Background: an optimization exercise with open tools, aiming at small area, a short achievable clock period and few clock cycles per item. Do not read the settings as production practice.
The RTL was checked by simulation tests, not by an equivalence proof against the original design.

==> flow/design.v (excerpt) <==
module fmul_pipe (
    input  logic        clk,
    input  logic        rst,
    input  logic        in_valid,
    output logic        in_ready,
    input  logic [31:0] in_a,
    input  logic [31:0] in_b,
    input  logic [1:0]  in_rm,
    input  logic [3:0]  in_tag,
    output logic        out_valid,
    input  logic        out_ready,
    output logic [31:0] out_res,
    output logic [4:0]  out_flags,
    output logic [3:0]  out_tag
);
export LEC_CHECK = 0
export ABC_AREA = 1
export CAP_MARGIN = 20
export CORE_MARGIN = 2
export CORE_UTILIZATION = 65
export SLEW_MARGIN = 20
create_clock -name core_clock -period 36.0 [get_ports {clk}]
standard.sh (not shown) runs the stock make flow with config.mk's settings and CLKGATE_MAP_FILE= SYNTH_SCRIPT=/design/flow/synth_recipe.tcl, a recipe that flattens the netlist after the stock synthesis.
==> flow/flow/run.sh <==
#!/bin/bash
# Own layout flow: the standard ORFS flow (standard.sh, unchanged synthesis), with
#  - after synthesis, flow/polarity.py moves inverters off full-adder inputs where that
#    removes inverters (a full adder is self-dual; an XOR and an XNOR swap freely);
#    registers are not touched;
#  - the ports buffered by plain buffers instead of ORFS's default pick, a delay buffer:
#    buf_2, and then buf_1 on the inputs (flow/inbuf.tcl);
#  - clock tree synthesis without dummy loads;
set -euo pipefail
cd "$(dirname "$0")/.."
MARGIN=$(cat flow/margin.txt)
export BUFFER_PORTS_ARGS="-buffer_cell sky130_fd_sc_hd__buf_2"
export PRE_RESIZE_TCL="$PWD/flow/inbuf.tcl"
export SETUP_SLACK_MARGIN=$MARGIN
# Clock tree: larger sink clusters than the default, without dummy loads.
export CTS_ARGS="-sink_clustering_enable -sink_clustering_size 25 -sink_clustering_max_diameter 150 -repair_clock_nets -dont_use_dummy_load"
RES="$PWD/orfs/results/sky130hd/fmul_pipe/base"
bash standard.sh "$RES/1_2_yosys.v" > flow_synth.log 2>&1
cp "$RES/1_2_yosys.v" 1_2_yosys.orig.v
python3 flow/polarity.py 1_2_yosys.orig.v "$RES/1_2_yosys.v" > flow_polarity.log 2>&1
bash standard.sh SETUP_SLACK_MARGIN=$MARGIN finish > flow_make.log 2>&1
Other scripts of this flow, unchanged in this note and not shown: flow/flow/inbuf.tcl, flow/flow/margin.txt, flow/flow/polarity.py
Testbench counts at the start, summed over its fixed seeds: cycles 32,024, items 32,000.
Edit:
--- a/flow/design.v
+++ b/flow/design.v
@@ -145,29 +145,32 @@
         else if ((a_sub && a_fz) || (b_sub && b_fz))
             kind_d = 2'd1;
         else
             kind_d = 2'd0;
         ma = {~a_sub, fa};
         mb = {~b_sub, fb};
         lzx = a_sub ? lzc24(ma) : (b_sub ? lzc24(mb) : 5'd0);
         tzp = radd10({5'd0, tzc24(ma)}, {5'd0, tzc24(mb)}, 1'b0);
         exs = radd10({2'b00, a_sub ? 8'd1 : ea}, {2'b00, b_sub ? 8'd1 : eb}, 1'b0);
         ebase_d = radd10(exs, {5'b11111, ~lzx}, 1'b0);
         ebase_d = radd10(ebase_d, 10'h382, 1'b0);
-        if (ebase_d[9])
-            tt = radd10(10'd151, ~exs, 1'b1);                  
-        else
-            tt = radd10(10'd24, {5'b11111, ~lzx}, 1'b1);       
-        t = (|tt[9:6]) ? 6'd63 : tt[5:0];
-        thr   = radd10(radd10(tzp, {4'b1111, ~tt[5:0]}, 1'b1), 10'd2, 1'b0);
-        stx_d = (|tt[9:6]) | thr[9];
+        if (ebase_d[9]) begin
+            tt    = radd10(10'd151, ~exs, 1'b1);
+            t     = (|tt[9:6]) ? 6'd63 : tt[5:0];
+            thr   = radd10(radd10(tzp, exs, 1'b0), 10'h36B, 1'b0);
+        end else begin
+            tt    = radd10(10'd24, {5'b11111, ~lzx}, 1'b1);
+            t     = tt[5:0];
+            thr   = radd10(radd10(tzp, {5'd0, lzx}, 1'b0), 10'h3EA, 1'b0);
+        end
+        stx_d = thr[9];
         w32  = t[5] ? {32'd0, prod[47:30]} : {prod, 2'b00};
         w16  = t[4] ? {7'd0, w32[49:16]} : w32[40:0];
         w8_d = t[3] ? w16[40:8] : w16[32:0];
     end
     fmul_mul24 u_mul (.a(ma), .b(mb), .r0(pr0), .r1(pr1));
     fmul_add48 u_add (.a(pr0), .b(pr1), .y(prod));
     logic [32:0] w8_q;
     logic [2:0]  t1_q;
     logic        stx1_q;
     logic signed [9:0] eb1_q;
     logic        s1_q;
=>
- The new run passed the timing, DRC and antenna checks
- die area goes up slightly
- count of clock-buffer cells in the layout rose by 1
- cell area stays flat
- setup slack stays flat
- register-to-register slack improves by 110 ps
- utilization fell by 0.30 points
- critical path depth is unchanged
- synthesized cell count went up by a few percent
- via count hardly moves
- sequential share of layout area hardly moves
- maximum frequency stays flat
- routed wire length is lower by a few percent
Testbench counts after the change, summed over its fixed seeds: cycles 32,024, items 32,000.

-- what the ideal ports hide --
How much do the figures lean on ideal ports? The routed layouts below were timed once more, with nothing changed but the port constraints. Step 1: set_driving_cell puts a clkbuf_16 on clk and a buf_2 on each other input, an assumption about the parent block. Step 2, shift: input delay + t, output delay - t, t = (earliest + latest rising clock arrival at the registers) / 2. This alone moves slack from input paths to output paths. Slacks: ideal / step 1 / step 2; pairs: ideal / step 1.
run | shift t [ns] | setup WS [ns] | clock arrival spread, ns | worst register clock-pin slew, ns | cell pins on the clock port's net
the first run | 0.540 | 27.719 / 27.658 / 27.640 | 0.027 / 0.027 | 0.10 / 0.10 | 1
the second run | 0.531 | 27.719 / 27.665 / 27.578 | 0.065 / 0.065 | 0.11 / 0.11 | 1
After both steps every run listed still meets setup and hold. The setup slack of the second run, which loses most, moves by -0.054 ns with the drivers and by -0.141 ns with both steps.
